What follows belongs to an exercise in optimizing a design on an open flow for small area, a short achievable clock period and few clock cycles per item; a production flow would make more cautious choices. The RTL was checked by simulation tests, not by an equivalence proof against the original design.

==> flow/design.v <==
`timescale 1ns / 1ps
`default_nettype none
package dsoyc_pkg;
    localparam int unsigned WYear    = 14;
    localparam int unsigned WMonth   = 4;
    localparam int unsigned WDay     = 5;
    localparam int unsigned WHour    = 5;
    localparam int unsigned WMinute  = 6;
    localparam int unsigned WSecond  = 6;
    localparam int unsigned WSeconds = 25;
    localparam int unsigned WDayNum  = 9;
    localparam int unsigned WTod     = 17;
    localparam logic [WYear-1:0]    YearMax  = 14'd9999;
    localparam logic [WSeconds-1:0] SecsMax  = 25'd31708799;
    localparam logic [WDayNum-1:0]  LastDayCommon = 9'd365;
    localparam logic [WDayNum-1:0]  LastDayLeap   = 9'd366;
    localparam logic [14:0] Div25Mul  = 15'd20972;
    localparam int unsigned Div25Sh   = 19;
    localparam logic [18:0] Div675Mul = 19'd397683;
    localparam int unsigned Div675Sh  = 28;
    localparam logic [12:0] Div225Mul = 13'd4661;
    localparam int unsigned Div225Sh  = 20;
    localparam logic [14:0] Div15Mul  = 15'd17477;
    localparam int unsigned Div15Sh   = 18;
    localparam logic [WMonth-1:0] MonthJan = 4'd1;
    localparam logic [WMonth-1:0] MonthMar = 4'd3;
    localparam logic [WMonth-1:0] MonthDec = 4'd12;
    function automatic logic [WDayNum-1:0] month_offset(input logic [WMonth-1:0] m,
                                                        input logic leap);
        logic [WDayNum-1:0] o;
        case (m)
            4'd1:    o = 9'd0;
            4'd2:    o = 9'd31;
            4'd3:    o = 9'd59;
            4'd4:    o = 9'd90;
            4'd5:    o = 9'd120;
            4'd6:    o = 9'd151;
            4'd7:    o = 9'd181;
            4'd8:    o = 9'd212;
            4'd9:    o = 9'd243;
            4'd10:   o = 9'd273;
            4'd11:   o = 9'd304;
            4'd12:   o = 9'd334;
            default: o = 9'd0;
        endcase
        if (leap && (m >= MonthMar) && (m <= MonthDec)) begin
            o = o + 9'd1;
        end
        month_offset = o;
    endfunction
endpackage
`default_nettype wire
`timescale 1ns / 1ps
`default_nettype none
module date_seconds_of_year_converter_unit (
    input  logic                            i_clk,
    input  logic                            i_rst_n,
    input  logic                            i_in_valid,
    output logic                            o_in_ready,
    input  logic                            i_in_mode,
    input  logic [dsoyc_pkg::WYear-1:0]     i_in_year,
    input  logic [dsoyc_pkg::WMonth-1:0]    i_in_month,
    input  logic [dsoyc_pkg::WDay-1:0]      i_in_day,
    input  logic [dsoyc_pkg::WHour-1:0]     i_in_hour,
    input  logic [dsoyc_pkg::WMinute-1:0]   i_in_minute,
    input  logic [dsoyc_pkg::WSecond-1:0]   i_in_second,
    input  logic [dsoyc_pkg::WSeconds-1:0]  i_in_seconds,
    output logic                            o_out_valid,
    input  logic                            i_out_ready,
    output logic [dsoyc_pkg::WSeconds-1:0]  o_out_seconds,
    output logic [dsoyc_pkg::WMonth-1:0]    o_out_month,
    output logic [dsoyc_pkg::WDay-1:0]      o_out_day,
    output logic [dsoyc_pkg::WHour-1:0]     o_out_hour,
    output logic [dsoyc_pkg::WMinute-1:0]   o_out_minute,
    output logic [dsoyc_pkg::WSecond-1:0]   o_out_second,
    output logic                            o_out_range_error
);
    function automatic logic [8:0] offs(input logic [3:0] m, input logic leap);
        logic [8:0] o;
        case (m)
            4'd2:    o = 9'd31;
            4'd3:    o = 9'd59;
            4'd4:    o = 9'd90;
            4'd5:    o = 9'd120;
            4'd6:    o = 9'd151;
            4'd7:    o = 9'd181;
            4'd8:    o = 9'd212;
            4'd9:    o = 9'd243;
            4'd10:   o = 9'd273;
            4'd11:   o = 9'd304;
            4'd12:   o = 9'd334;
            default: o = 9'd0;
        endcase
        if (leap && (m >= 4'd3) && (m <= 4'd12)) o = o + 9'd1;
        offs = o;
    endfunction
    logic r_v1, r_v2, r_v3, r_v4, r_v5;
    logic r_s_valid, r_out_valid;
    logic adv, en;
    assign adv        = !r_s_valid;
    assign en         = !r_out_valid || i_out_ready;
    assign o_in_ready = adv;
    logic        r1_mode;
    logic [13:0] r1_year;
    logic [25:0] r1_pay;
    logic        r2_mode, r2_err, r2_leap;
    logic [25:0] r2_pay;
    logic        r3_mode, r3_err;
    logic [25:0] r3_pay;
    logic        r4_mode, r4_err;
    logic [25:0] r4_pay;
    logic        r5_mode, r5_err;
    logic [25:0] r5_pay;
    logic        r_s_mode, r_s_err;
    logic [25:0] r_s_pay;
    logic [24:0] r_o_seconds;
    logic [3:0]  r_o_month;
    logic [4:0]  r_o_day;
    logic [4:0]  r_o_hour;
    logic [5:0]  r_o_minute;
    logic [5:0]  r_o_second;
    logic        r_o_err;
    logic [25:0] n1_pay;
    assign n1_pay = i_in_mode ? {1'b0, i_in_seconds}
                              : {i_in_month, i_in_day, i_in_hour, i_in_minute, i_in_second};
    logic [11:0] n2_q;
    logic [11:0] n2_qi;
    logic        n2_c100;
    logic        n2_leap, n2_yerr, n2_err0, n2_err1, n2_err;
    logic [3:0]  n2_month;
    logic [4:0]  n2_day;
    logic [4:0]  n2_hour;
    logic [5:0]  n2_minute, n2_second;
    logic [8:0]  n2_dd;
    logic [10:0] n2_hm;
    logic [24:0] n2_secs;
    logic [17:0] n2_x;
    logic [21:0] n2_dsum;
    logic [8:0]  n2_dq;
    logic [25:0] n2_pay;
    always_comb begin
        n2_q    = r1_year[13:2];
        n2_qi   = n2_q * 12'd3113;           
        n2_c100 = (n2_qi <= 12'd163);         
        n2_leap = (r1_year[1:0] == 2'b00) && (!n2_c100 || (r1_year[3:2] == 2'b00));
        n2_yerr = (r1_year > 14'd9999);
        {n2_month, n2_day, n2_hour, n2_minute, n2_second} = r1_pay;
        n2_err0 = n2_yerr || (n2_month == 4'd0) || (n2_month > 4'd12) || (n2_day == 5'd0) ||
                  (n2_hour > 5'd23) || (n2_minute > 6'd59) || (n2_second > 6'd59);
        n2_dd   = 9'(n2_day) + offs(n2_month, n2_leap);
        n2_hm   = {n2_hour, 6'd0} - {4'd0, n2_hour, 2'd0} + 11'(n2_minute);
        n2_secs = r1_pay[24:0];
        n2_err1 = n2_yerr || (n2_secs > 25'd31708799) || (!n2_leap && (n2_secs >= 25'd31622400));
        n2_x    = n2_secs[24:7];
        n2_dsum = {n2_x, 3'd0} - {1'b0, n2_x, 1'b0} + 22'(n2_x[17:4]) + 22'(n2_x[17:7]) -
                  22'(n2_x[17:9]) - 22'(n2_x[17:12]) + 22'(n2_x[17:15]) + 22'd4;
        n2_dq   = n2_dsum[20:12];
        n2_err  = r1_mode ? n2_err1 : n2_err0;
        n2_pay  = r1_mode ? {n2_dq, n2_x[9:0], n2_secs[6:0]} : {n2_dd, n2_hm, n2_second};
    end
    logic [8:0]  n3_dd;
    logic [10:0] n3_hm;
    logic [5:0]  n3_sec;
    logic [16:0] n3_tod;
    logic [17:0] n3_hi;
    logic [8:0]  n3_dq;
    logic [9:0]  n3_xl;
    logic [6:0]  n3_low;
    logic [9:0]  n3_r;
    logic [3:0]  n3_mon;
    logic [8:0]  n3_moff;
    logic [4:0]  n3_dom;
    logic [25:0] n3_pay;
    always_comb begin
        {n3_dd, n3_hm, n3_sec} = r2_pay;
        n3_tod = {n3_hm, 6'd0} - {4'd0, n3_hm, 2'd0} + 17'(n3_sec);
        n3_hi  = {n3_dd, 9'd0} + {2'd0, n3_dd, 7'd0} + {4'd0, n3_dd, 5'd0} + {8'd0, n3_dd, 1'b0} +
                 18'(n3_dd) + 18'(n3_tod[16:7]);
        {n3_dq, n3_xl, n3_low} = r2_pay;
        n3_r = n3_xl - ({n3_dq[0], 9'd0} + {n3_dq[2:0], 7'd0} + {n3_dq[4:0], 5'd0} +
                        {n3_dq[8:0], 1'b0} + 10'(n3_dq));
        n3_mon = 4'd0;
        for (int i = 1; i <= 12; i++) begin
            if (offs(4'(i), r2_leap) < n3_dq) n3_mon = 4'(i);
        end
        n3_moff = offs(n3_mon, r2_leap);
        n3_dom  = n3_dq[4:0] - n3_moff[4:0];
        n3_pay = r2_mode ? {n3_mon, n3_dom, n3_r, n3_low[6:0]} : {1'b0, n3_hi, n3_tod[6:0]};
    end
    logic [3:0]  n4_mon;
    logic [4:0]  n4_dom;
    logic [9:0]  n4_r;
    logic [6:0]  n4_low;
    logic [12:0] n4_u;
    logic [15:0] n4_hsum;
    logic [4:0]  n4_h;
    logic [7:0]  n4_w;
    logic [25:0] n4_pay;
    always_comb begin
        {n4_mon, n4_dom, n4_r, n4_low} = r3_pay;
        n4_u    = {n4_r, n4_low[6:4]};
        n4_hsum = {1'b0, n4_u, 2'd0} + 16'(n4_u[12:1]) + 16'(n4_u[12:4]) - 16'(n4_u[12:6]) +
                  16'(n4_u[12:8]) + 16'd4;
        n4_h    = n4_hsum[14:10];
        n4_w    = n4_u[7:0] + {n4_h[2:0], 5'd0} - 8'(n4_h);
        n4_pay  = r3_mode ? {n4_mon, n4_dom, n4_h, n4_w, n4_low[3:0]} : r3_pay;
    end
    logic [3:0]  n5_mon;
    logic [4:0]  n5_dom;
    logic [4:0]  n5_h;
    logic [7:0]  n5_w;
    logic [3:0]  n5_low;
    logic [9:0]  n5_v;
    logic [18:0] n5_msum;
    logic [5:0]  n5_mi;
    logic [3:0]  n5_rm;
    logic [25:0] n5_pay;
    always_comb begin
        {n5_mon, n5_dom, n5_h, n5_w, n5_low} = r4_pay;
        n5_v    = {n5_w, n5_low[3:2]};
        n5_msum = {1'b0, n5_v, 8'd0} + {5'd0, n5_v, 4'd0} + 19'(n5_v) + 19'd64;
        n5_mi   = n5_msum[17:12];
        n5_rm   = n5_v[3:0] + n5_mi[3:0];
        n5_pay  = r4_mode ? {n5_mon, n5_dom, n5_h, n5_mi, n5_rm, n5_low[1:0]} : r4_pay;
    end
    logic        c_mode, c_err;
    logic [25:0] c_pay;
    assign c_mode = r_s_valid ? r_s_mode : r5_mode;
    assign c_err  = r_s_valid ? r_s_err  : r5_err;
    assign c_pay  = r_s_valid ? r_s_pay  : r5_pay;
    always_ff @(posedge i_clk) begin
        if (!i_rst_n) begin
            r_v1        <= 1'b0;
            r_v2        <= 1'b0;
            r_v3        <= 1'b0;
            r_v4        <= 1'b0;
            r_v5        <= 1'b0;
            r_s_valid   <= 1'b0;
            r_out_valid <= 1'b0;
        end else begin
            if (adv) begin
                r_v1 <= i_in_valid;
                r_v2 <= r_v1;
                r_v3 <= r_v2;
                r_v4 <= r_v3;
                r_v5 <= r_v4;
            end
            r_s_valid <= !en && (r_s_valid || r_v5);
            if (en) begin
                r_out_valid <= r_s_valid || r_v5;
            end
        end
    end
    always_ff @(posedge i_clk) begin
        if (adv) begin
            r1_mode <= i_in_mode;
            r1_year <= i_in_year;
            r1_pay  <= n1_pay;
            r2_mode <= r1_mode;
            r2_err  <= n2_err;
            r2_leap <= n2_leap;
            r2_pay  <= n2_pay;
            r3_mode <= r2_mode;
            r3_err  <= r2_err;
            r3_pay  <= n3_pay;
            r4_mode <= r3_mode;
            r4_err  <= r3_err;
            r4_pay  <= n4_pay;
            r5_mode <= r4_mode;
            r5_err  <= r4_err;
            r5_pay  <= n5_pay;
        end
        if (!r_s_valid) begin
            r_s_mode <= r5_mode;
            r_s_err  <= r5_err;
            r_s_pay  <= r5_pay;
        end
        if (en) begin
            r_o_err     <= c_err;
            r_o_seconds <= (!c_err && !c_mode) ? c_pay[24:0] : 25'd0;
            {r_o_month, r_o_day, r_o_hour, r_o_minute, r_o_second} <=
                (!c_err && c_mode) ? c_pay : 26'd0;
        end
    end
    assign o_out_valid       = r_out_valid;
    assign o_out_seconds     = r_o_seconds;
    assign o_out_month       = r_o_month;
    assign o_out_day         = r_o_day;
    assign o_out_hour        = r_o_hour;
    assign o_out_minute      = r_o_minute;
    assign o_out_second      = r_o_second;
    assign o_out_range_error = r_o_err;
endmodule
`default_nettype wire
==> flow/run.sh <==
#!/bin/bash
# synth_recipe.tcl (not shown) runs the flow's synth.tcl, then flattens the netlist and writes it again
# the make line also repeats each setting of config.mk as NAME=value (left out here)
make -C /OpenROAD-flow-scripts/flow DESIGN_CONFIG=/design/flow/config.mk WORK_HOME=/design/flow/orfs CLKGATE_MAP_FILE= SYNTH_SCRIPT=/design/flow/synth_recipe.tcl finish
==> flow/config.mk <==
export PLATFORM = sky130hd
export DESIGN_NAME = date_seconds_of_year_converter_unit
export DESIGN_NICKNAME = date_seconds_of_year_converter_unit
export VERILOG_FILES = /design/flow/design.v
export SDC_FILE = /design/flow/constraint.sdc
export NUM_CORES = 4
export LEC_CHECK = 0
export CAP_MARGIN = 20
export CORE_MARGIN = 2
export CORE_UTILIZATION = 40
export SLEW_MARGIN = 20
==> flow/constraint.sdc <==
create_clock -name core_clock -period 9.0 [get_ports {i_clk}]
set_input_delay 1.8000 -clock core_clock [delete_from_list [all_inputs] [get_ports {i_clk}]]
set_output_delay 1.8000 -clock core_clock [all_outputs]
set_load 0.01 [all_outputs]
==> summary.txt <==
-- metal layers --
layer	routed length, µm	vias to the layer above	part of all wire [%]
li1	-	5795	-
met1	15190	5513	43
met2	17920	249	51
met3	1598	50	4.5
met4	597	0	1.7
met5	0	-	0
-- kinds of logic (layout without fill, tap and decap cells) --
kind of cell	count (synthesis)	after routing	share of synthesized area, %
xor+xnor	99	99	4.847
flops	241	241	38.17
mux	87	87	5.159
simple gates	268	268	6.949
compound gates	248	248	9.279
fa+ha+maj	374	374	30.01
buf+inv	266	418	5.582
-- state kept, by name, indices dropped and copies added (netlist names), 4 cells and up --
register,count
r_s_pay,26
r_o_second,6
r2_pay,26
r5_pay,26
r1_pay,26
r_o_month,4
r_o_hour,5
r1_year,14
r_o_minute,6
r_o_seconds,25
r3_pay,26
r_o_day,5
r4_pay,26
-- cell usage after synthesis (3+ instances only) --
cell type and n:
edfxtp_1 206, nor2b_1 15, o21ai_0 43, or3_1 4, nor2_1 99, o211ai_1 5
a31oi_1 8, a221oi_1 3, fa_1 98, xnor2_1 74, dfxtp_1 35, clkbuf_1 28
or2_2 5, a21oi_1 69, nor4_1 4, a31o_2 3, nand4_1 9, nand3_1 19
o31ai_1 12, a21boi_0 3, ha_1 276, and3_1 5, inv_1 233, nor3_1 24
xor2_1 24, mux2_2 38, a21o_1 38, a211o_1 3, mux2i_1 48, nand2b_1 5
and2_1 4, a41oi_1 7, o21a_1 22, o31a_1 4, nand2_1 62, o21bai_1 4
-- metrics by stage --
step | cell area, µm² | utilization (%)
2_1_floorplan | 18040 | -
3_3_place_gp | 19950 | 44.93
3_5_place_dp | 19950 | 44.93
4_1_cts | 20860 | 46.96
5_1_grt | 20860 | 46.96
6_report | 20860 | 46.96
-- path summary, 6_finish.rpt --
path / from / end / slack, ps / depth (start not counted)
worst min register to register: r4_pay[23]$_DFFE_PN_ / r5_pay[23]$_DFFE_PN_ / 410 / 0
worst max-delay path: r2_pay[6]$_DFFE_PN_ / r3_pay[24]$_DFFE_PN_ / 2590 / 25
worst min-delay path: r4_pay[23]$_DFFE_PN_ / r5_pay[23]$_DFFE_PN_ / 410 / 0
worst max register to register: r2_pay[6]$_DFFE_PN_ / r3_pay[24]$_DFFE_PN_ / 2590 / 25
-- placed cells by master, fill, tap and decap left out, types with 5 or more instances in the layout --
cell type / instances
fa_1: 98
xor2_1: 24
a21o_1: 38
nor3_1: 24
clkbuf_16: 29
dfxtp_1: 34
nand2_1: 62
a21oi_1: 69
nand4_1: 9
a41oi_1: 7
and3_1: 5
o211ai_1: 5
clkdlybuf4s50_1: 123
mux2i_1: 48
xnor2_1: 74
o21a_1: 22
a31oi_1: 8
inv_1: 232
buf_4: 8
nor2b_1: 15
nor2_1: 99
ha_1: 276
o31ai_1: 12
clkbuf_1: 7
or2_2: 5
mux2_2: 38
o21ai_0: 43
nand3_1: 19
edfxtp_1: 206
-- critical path: stages (launching register included) --
cell,delay (ps)
edfxtp_1,370
inv_1,50
ha_1,320
o21a_1,210
o21a_1,200
o21a_1,200
o21a_1,190
o21ai_0,320
a31oi_1,180
o21a_1,220
or2_2,310
fa_1,490
inv_1,50
ha_1,290
ha_1,340
fa_1,480
a21o_1,220
a21oi_1,230
o21bai_1,100
a21oi_1,220
o21ai_0,230
a41oi_1,390
a21oi_1,120
a21oi_1,190
xnor2_1,140
mux2i_1,80
-- area by class of cell --
| cell class | count | share of cell area [%] |
|---|---|---|
| Multi-Input combinational cell | 1076 | 48.67 |
| Clock buffer | 38 | 3.737 |
| Timing Repair Buffer | 131 | 6.190 |
| Sequential cell | 241 | 33.02 |
| Inverter | 234 | 4.235 |
| Clock inverter | 15 | 0.5998 |
| Tap cell | 592 | 3.551 |
==> summary.txt <==
- Layout area overhead: 15.61%
- Layout Skew: around 10 ps
- IO Count: about 120
- Placed wire-length estimate: between 20 and 30 mm
- Nets@finish: around 2200
- GRT met2 Usage: between 20% and 30%
- CP endpoint kind: flop
- Grt met1 use: between 10% and 20%
- Placed cells: around 2300
- Syn Std Cell Area: around 18000 µm²
- Starting DRC count in detailed routing: 667
- Area of the multi-input gates: 10150 µm²
- Clock Latency Late Sink: ~560 ps
- Critical path arrival: 6700 ps
- Die H: roughly 220 µm
- Die area: approximately 47000 µm²
- Post-Place Worst Slack: roughly 2700 ps
- Gr ovfl total: 0
- Yosys top cell area share: between 30% and 40%
- Hold Slack: 411.7 ps
- Port bufs: 123
- Final setup margin: roughly 2600 ps
- Syn Area/Cell: approximately 11 µm²
- Initial DRT Pass Iterations: 5
- Count of final max-slew check failures: 0
- CTS tree: done
- Setup TNS Final: 0 ps
- Post-CTS Setup Inserts: 0
- Final ANT Viol Nets: 0
- Post-synth EDFFs: ~200
- Worst setup SP type: flop
- CP Data Required Time: 9290 ps
- Clock tree sinks: 241
- Top_reg_cell synth: edfxtp_1
- Max-slew headroom: a little over a third
- Synth Register Bits: between 200 and 250
- Share of cells above drive strength 1: approximately 6.6%
- Post-Syn Nets: between 2000 and 2500
- Routed vias/inst: around 5
- Most used routing layer: met2
- Period minus WS final: 6411 ps
- Diodes inserted: 0
- Vias in the first global route: 11850
- Endpoints failing hold: 0
- Setup violators final: 0
- CTS root buffer: clkbuf_16
- Cell taking the most area after synthesis: edfxtp_1
- Drt wl/cell: about 15 µm
- Initial core utilization: approximately two fifths
- RSZ-0062 raised after global routing: no
- Initial antenna violation count: 0
- Cells after Synth: 1583
- Final WL: 35.31 mm
- CTS H-Tree Depth: 1
- First-pass GRT wire length: a little under 60 mm
- Post-cts resize count: 0
- Residual DRC: 0
- Fraction of registers with async set/reset: 0%
- Routed vias: ~12000
- Gpl congestion: about 0.87
- Non-filler cells, final: about 2300
- Largest cells by area after synthesis: edfxtp_1, ha_1, fa_1, inv_1, dfxtp_1
- Tcrit/Tclk final: 71.23%
- Timing-limited maximum frequency: about 160 MHz
- # rows: a little under 80
- Maxcap violations: 0
- Clk buf depth: 3
- Cell variety after synth: 72
- GRT Overall Usage: around 15%
- CP max FO: 3
- Status: complete, no violations
- Core Box Area: ~44000 µm²
- Ys Warns: 1
- Total CTS buffers: 29
- Crit path kind: reg -> reg
- Register area: 6888 µm²
- Fillers: a little over 4000
- Post-synthesis sequential area ratio: between 30% and 40%
- Largest net degree at the start of global routing: 70
- Clock-pin slew on the worst setup and hold paths: approximately 60 ps
- Worst hold path type: reg -> reg
- Post-CTS Hold Fix Bufs: 0
- M3 GR Usage: between 2 and 3%
- Worst slew pin tran: 974.1 ps
- Die width: between 200 and 250 µm
Testbench counts, summed over its fixed seeds: cycles 24,048, items 24,000.

==> re-timing with driven ports <==
No port has a modelled driver above. Below, the same layout with a new extraction and two added sets of constraints.
Step 1: set_driving_cell puts a clkbuf_16 on i_clk and a buf_2 on each other input, an assumption about the parent block.
Step 2 times the ports against the registers' clock, not the clock port: input delays grow and output delays shrink by t, the midpoint of the rising clock arrivals with the driver on.
Three values: ideal ports, drivers, drivers and shift; two values: the first two.
t, ns: 0.607
slack for setup (ns): 2.589 / 2.589 / 2.589
hold WS [ns]: 0.412 / 0.412 / 0.412
worst setup path at the end: register to register
latest minus earliest clock arrival (ns): 0.011 / 0.011
After both steps setup and hold are still met in this run. The setup slack of this run moves by 0.000 ns with the drivers and by 0.000 ns with both steps.
